Background: an optimization exercise with open tools, aiming at small area. Do not read the settings as production practice. Function was checked by simulation only, so behaviour that the tests miss may differ from the original. Power and IR drop assume default switching activity.

## flow/config.mk

```make
export PLATFORM = sky130hd
export DESIGN_NAME = rx_e1_byte_pack
export DESIGN_NICKNAME = rx_e1_byte_pack
export VERILOG_FILES = /design/flow/design.v
export SDC_FILE = /design/flow/constraint.sdc
export NUM_CORES = 4
export LEC_CHECK = 0
export ABC_AREA = 1
export CAP_MARGIN = 20
export CORE_MARGIN = 2
export CORE_UTILIZATION = 65
export SLEW_MARGIN = 20
```

## flow/run.sh

```bash
#!/bin/bash
# synth_recipe.tcl (not shown) runs the flow's synth.tcl, then flattens the netlist and writes it again
# the make line also repeats each setting of config.mk as NAME=value (left out here)
make -C /OpenROAD-flow-scripts/flow DESIGN_CONFIG=/design/flow/config.mk WORK_HOME=/design/flow/orfs CLKGATE_MAP_FILE= SYNTH_SCRIPT=/design/flow/synth_recipe.tcl finish
```

## flow/constraint.sdc

```tcl
create_clock -name core_clock -period 10.0 [get_ports {Ck}]
set_input_delay 2.0000 -clock core_clock [delete_from_list [all_inputs] [get_ports {Ck}]]
set_output_delay 2.0000 -clock core_clock [all_outputs]
set_load 0.01 [all_outputs]
```

## flow/design.v

```verilog
package rx_e1_pkg;
   localparam int E1_SLOTS = 14;
   localparam int MF_LEN   = 16;
   localparam int MFI_W    = $clog2(MF_LEN);
   localparam int CH_W     = 6;
   typedef struct packed {
      logic [CH_W-1:0] ch;
      logic [7:0]      dat_byte;
   } e1_word_t;
   function automatic int gn(input int ch_n);
      gn = (ch_n + E1_SLOTS - 1) / E1_SLOTS;
   endfunction
endpackage
module rx_e1_sync_fifo #(
   parameter int W  = 14,
   parameter int AW = 4
) (
   input  logic         clk,
   input  logic         rst,
   input  logic         wr_en,
   input  logic [W-1:0] wr_data,
   input  logic         rd_en,
   output logic [W-1:0] rd_data,
   output logic         full,
   output logic         empty
);
   logic [W-1:0] mem_q [2**AW];
   logic [AW:0]  wp_q, rp_q;
   logic         same, do_rd;
   assign same    = (wp_q[AW-1:0] == rp_q[AW-1:0]);
   assign full    = same & (wp_q[AW] ^ rp_q[AW]);
   assign empty   = same & ~(wp_q[AW] ^ rp_q[AW]);
   assign rd_data = empty ? '0 : mem_q[rp_q[AW-1:0]];
   assign do_rd   = rd_en & ~empty;
   always_ff @(posedge clk or posedge rst) begin
      if (rst) begin
         wp_q <= '0;
         rp_q <= '0;
      end else begin
         if (wr_en) wp_q <= wp_q + 1'b1;
         if (do_rd) rp_q <= rp_q + 1'b1;
      end
   end
   always_ff @(posedge clk) begin
      if (wr_en) mem_q[wp_q[AW-1:0]] <= wr_data;
   end
endmodule
module rx_e1_byte_pack #(
   parameter int CH_N    = 42,
   parameter int FIFO_AW = 4
) (
   input  logic             Ck,
   input  logic             Rs,
   input  logic [rx_e1_pkg::MFI_W-1:0] E1_MFI,
   input  logic [5:0]       Dv_Dat,
   input  logic [CH_N-1:0]  Ch_En,
   output logic             Out_Vld,
   input  logic             Out_Rdy,
   output logic [rx_e1_pkg::CH_W-1:0] Out_Ch,
   output logic [7:0]       Out_Byte,
   output logic [CH_N-1:0]  Ovr_Flag,
   input  logic             Ovr_Clr
);
   localparam int SL = rx_e1_pkg::E1_SLOTS;
   logic [SL-1:0]   slot;
   logic [CH_N-1:0] hit, dat, done, take, full_q, ovr_q;
   logic [7:0]      sr_q   [CH_N];
   logic [7:0]      hold_q [CH_N];
   logic [rx_e1_pkg::CH_W-1:0] ptr_q;
   logic            sel_full, fifo_full, fifo_empty, fifo_wr;
   logic [7:0]      sel_hold;
   logic [rx_e1_pkg::CH_W+7:0] rd_word;
   logic            rs_seen;
   always_ff @(posedge Ck or posedge Rs)
      if (Rs) rs_seen <= 1'b1;
      else    rs_seen <= 1'b0;
   always_comb
      for (int m = 0; m < SL; m++) slot[m] = (E1_MFI == rx_e1_pkg::MFI_W'(m));
   for (genvar c = 0; c < CH_N; c++) begin : g_ch
      assign hit[c]  = slot[c % SL] & Dv_Dat[2*(c / SL) + 1];
      assign dat[c]  = Dv_Dat[2*(c / SL)];
      logic       en, sh, kp, full;
      logic [7:0] sr_d;
      assign en      = Ch_En[c] & ~rs_seen;
      assign sh      = en & hit[c] & ~sr_q[c][7];
      assign kp      = en & ~hit[c];
      assign full    = full_q[c] & ~rs_seen;
      assign done[c] = en & hit[c] & sr_q[c][7];
      assign take[c] = full & (ptr_q == rx_e1_pkg::CH_W'(c)) & ~fifo_full;
      always_comb begin
         for (int i = 2; i < 8; i++) sr_d[i] = (sh & sr_q[c][i-1]) | (kp & sr_q[c][i]);
         sr_d[1] = rs_seen ? (Ch_En[c] & hit[c]) : ((sh & sr_q[c][0]) | (kp & sr_q[c][1]));
         sr_d[0] = rs_seen ? (~Ch_En[c] | ~hit[c] | dat[c])
                           : (~en | (hit[c] & (sr_q[c][7] | dat[c])) | (kp & sr_q[c][0]));
      end
      always_ff @(posedge Ck) begin
         sr_q[c]   <= sr_d;
         full_q[c] <= en & (done[c] | (full & ~take[c]));
      end
      always_ff @(posedge Ck or posedge Rs) begin
         if (Rs) ovr_q[c] <= 1'b0;
         else    ovr_q[c] <= (ovr_q[c] & ~Ovr_Clr) | (done[c] & full & ~take[c]);
      end
      always_ff @(posedge Ck)
         if (done[c]) hold_q[c] <= {sr_q[c][6:0], dat[c]};
   end
   always_comb begin
      sel_full = 1'b0;
      sel_hold = '0;
      for (int c = 0; c < CH_N; c++)
         if (ptr_q == rx_e1_pkg::CH_W'(c)) begin
            sel_full = full_q[c] & ~rs_seen;
            sel_hold = hold_q[c];
         end
   end
   assign fifo_wr = sel_full & ~fifo_full;
   always_ff @(posedge Ck or posedge Rs) begin
      if (Rs)                                         ptr_q <= '0;
      else if (!(sel_full && fifo_full)) begin
         if (ptr_q == rx_e1_pkg::CH_W'(CH_N - 1))     ptr_q <= '0;
         else                                         ptr_q <= ptr_q + 1'b1;
      end
   end
   assign Ovr_Flag = ovr_q;
   rx_e1_sync_fifo #(
      .W  (rx_e1_pkg::CH_W + 8),
      .AW (FIFO_AW)
   ) u_fifo (
      .clk     (Ck),
      .rst     (Rs),
      .wr_en   (fifo_wr),
      .wr_data ({ptr_q, sel_hold}),
      .rd_en   (Out_Rdy),
      .rd_data (rd_word),
      .full    (fifo_full),
      .empty   (fifo_empty)
   );
   assign Out_Vld  = ~fifo_empty;
   assign Out_Ch   = rd_word[rx_e1_pkg::CH_W+7:8];
   assign Out_Byte = rd_word[7:0];
endmodule
```

==> run notes <==
final cells by class:
cell class / count / area (µm²)
Tap cell: 782 / 978
Clock inverter: 53 / 708
Multi-Input combinational cell: 2194 / 10800
Clock buffer: 129 / 2710
Timing Repair Buffer: 140 / 1330
Sequential cell: 997 / 25900
Fill cell: 4308 / 15400
Inverter: 707 / 2660
path summary, 6_finish.rpt:
| path | start | to | cells after the start |
|---|---|---|---|
| setup / recovery | rs_seen | u_fifo.mem_q[2][5] | 47 |
| hold / removal | sr_q[2][2] | hold_q[2][3] | 0 |
| setup reg to reg | rs_seen | u_fifo.mem_q[2][5] | 47 |
| hold reg to reg | sr_q[2][2] | hold_q[2][3] | 0 |
| max in group asynchronous | Rs | ovr_q[27] | 3 |
| min in group asynchronous | Rs | ovr_q[1] | 2 |
sequential cells by signal, indices dropped and copies added (netlist names):
signal        cells
hold_q          336
sr_q            336
full_q           42
rs_seen           1
u_fifo.mem_q    224
u_fifo.wp_q       5
ovr_q            42
ptr_q             6
u_fifo.rp_q       5
routing by layer:
| layer | track usage, % | wire length (µm) |
|---|---|---|
| met5 | 0 | 0 |
| met4 | 12.8 | 3930 |
| met3 | 5.49 | 7540 |
| met2 | 51.1 | 46600 |
| met1 | 42.6 | 41600 |
power groups by stage:
stage	Combinational [mW]	Clock (mW)	Sequential [mW]
6_report	2.65	3.88	4.97
5_1_grt	2.88	4.07	4.99
4_1_cts	2.61	3.92	4.97
3_5_place_dp	2.60	0	5.06
3_3_place_gp	2.55	0	5.06
2_1_floorplan	1.66	0	4.90
logic make-up (layout without fill, tap and decap cells):
logic type	count (synthesis)	in the layout	synth area share [%]
AO/OA/AOI/OAI	773	773	11.9
XOR/XNOR	13	13	0.286
adder cells (fa/ha/maj)	9	9	0.283
buffers and inverters	822	1029	7.84
flip-flops	997	997	65.0
multiplexers	23	23	0.579
other	1	1	0.00943
AND/OR/NAND/NOR	1375	1375	14.1
worst max-delay path, delay by kind of cell (launching register included):
family	cells	cell delay (ps)
AND/OR/NAND/NOR	42	4050
flip-flops	1	990
AO/OA/AOI/OAI	1	140
buffers and inverters	4	1560
synth_stat cells (all sizes together), types with 57 or more instances:
cell	instances	share of area, %
inv	701	6.6
clkbuf	88	0.83
dfxtp	378	19
dfrtp	58	3.6
edfxtp	560	42
a21oi	111	1.4
nor3	57	0.72
nand2	702	6.6
nor2	422	4.1
o22ai	307	4.8
nand3	144	1.8
o21ai	214	2.7
==> metrics.md <==
| Metric | Value |
|---|---|
| WP data required | `between 10000 and 15000 ps` |
| Synth unique cells | `43` |
| Total GRT Usage | `a little under a third` |
| Rows | `90` |
| Ports | `between 100 and 150` |
| DPL Wire Length | `about 67 mm` |
| Sequential-to-total area share from yosys stat | `roughly 65%` |
| Chip height | `around 250 µm` |
| Antenna diodes | `0` |
| #FFs+latches synth | `between 900 and 1000` |
| Nets | `4202` |
| Number of global-route vias before repair | `27300` |
| Sw Pwr | `about 3.6 mW` |
| Maximum VDD drop | `about 0.00022 V` |
| Fin Setup TNS | `0 ps` |
| Power per cell area | `approximately 260 nW/µm²` |
| Core area | `just over 60000 µm²` |
| Via count | `28800` |
| Slew Limit Headroom | `29.6%` |
| Grt total ovfl | `0` |
| First-pass GRT wire length | `between 150 and 200 mm` |
| Most common cell after layout, fill and taps aside | `nand2_1` |
| I/O Buffers | `between 100 and 150` |
| Crit. End Element | `flip-flop` |
| CTS Buffer Depth | `3` |
| Status | `no timing/DRC/antenna violations` |
| Clock Latency Late Sink | `approximately 650 ps` |
| Final Setup Violations | `0` |
| Hold WS | `~420 ps` |
| Crit-path max cell delay | `~1000 ps` |
| Seq pwr share | `between 40% and 50%` |
| P_int | `a little under 8 mW` |
| Leakage | `roughly 17 nW` |
| Post-Syn Area per Cell | `9.91 µm²` |
| Hold_buf cts | `0` |
| GP Congestion | `between 0.9 and 1` |
| # Post-CTS Setup Buffers | `0` |
| Type of the most critical hold path | `flip-flop to flip-flop` |
| CP Max Fanout | `39` |
| Residual DRC | `0` |
| Clock transition at path regs | `~60 ps` |
| H-tree Lvls | `3` |
| Starting density of the core | `between 60% and 70%` |
| DP Area | `about 42000 µm²` |
| Core Util, Final | `around 75%` |
| Post-route clock period utilization | `a little under three quarters` |
| Setup WS post-layout | `2880 ps` |
| Antenna violations before repair | `0` |
| Design area | `45100 µm²` |
| Syn Inst Count | `around 4000` |
| Vias per cell | `between 5 and 6` |
| Detail Route Antenna Nets | `0` |
| WL/cell | `19.9 µm` |
| Comb pwr share | `23.0%` |
| Min cycle time layout | `7120 ps` |
| Drt first-iter violations | `approximately 2900` |
| Layout cells sized above 1 | `roughly 6.0%` |
| Worst Setup Slack post-DPL | `about 3000 ps` |
| Prevailing post-synth register cell | `edfxtp_1` |
| Most frequent CP cell | `nand2_1` |
| RSZ-0062 raised after global routing | `no` |
| Async S/R FF share, synth | `5.92%` |
| Clock sinks | `around 1000` |
| Total power draw | `about 12 mW` |
| CTS buffer count | `97` |
| Worst-Margin Slew | `1060 ps` |
| Fmax | `roughly 140 MHz` |
| Post-cts sizing count | `0` |
| R2r setup slk | `2880 ps` |
| Clk network pwr share | `33.8%` |
| Largest net degree at the start of global routing | `between 60 and 70` |
| Most frequent cells in the layout | `701 x nand2_1, 693 x inv_1, 560 x edfxtp_1, 398 x nor2_1, 378 x dfxtp_1` |
| Routed WL | `about 100 mm` |
| DP Cell Count | `about 4800` |
| Critical path class | `flip-flop to flip-flop` |
| Setup Skew | `roughly 22 ps` |
| CP startpoint kind | `flip-flop` |
| Number of synthesized flops with an enable pin | `560` |
| CTS tree | `done` |
| Crit-path slowest cell | `dfstp_4` |
| Pre-antenna DRT Iters | `5` |
| Fin. Hold Viols | `0` |
| Die area | `roughly 63000 µm²` |
| Sw frac | `a little under a third` |
| Max-slew violations | `0` |
| CTS root buffer | `clkbuf_16` |
| Synth-to-layout area growth | `13.4%` |
| Post-Layout Cell Count | `roughly 5000` |
| Die W | `251 µm` |
| Post-Syn Area | `around 40000 µm²` |
| Max-cap viol count | `0` |
| Yosys warning count | `4` |
| Post-synth net total | `between 4000 and 5000` |
| Worst Path Arrival | `7530 ps` |

==> afterwards: timing with drivers on the ports <==
The flow's constraints put no driver on any port. The routed layout listed below was extracted and timed again, unchanged, in two steps.
Step 1 (the two cells are an assumption about what drives the block):
set clk [get_ports {Ck}]
set_driving_cell -lib_cell sky130_fd_sc_hd__clkbuf_16 $clk
set_driving_cell -lib_cell sky130_fd_sc_hd__buf_2 [delete_from_list [all_inputs] $clk]
Step 2 moves the port delays by t, midway between the first and last clock arrival at a register: inputs arrive t later, outputs are due t later. That takes back most of the time a late clock gives input paths.
Slacks: ideal / step 1 / step 2; pairs: ideal / step 1.
t (ns): 0.708
setup slack, ns: 2.879 / 2.879 / 2.879
worst setup path at the end: register to register
After both steps setup and hold are still met in this run. The setup slack of this run moves by 0.000 ns with the drivers and by 0.000 ns with both steps.
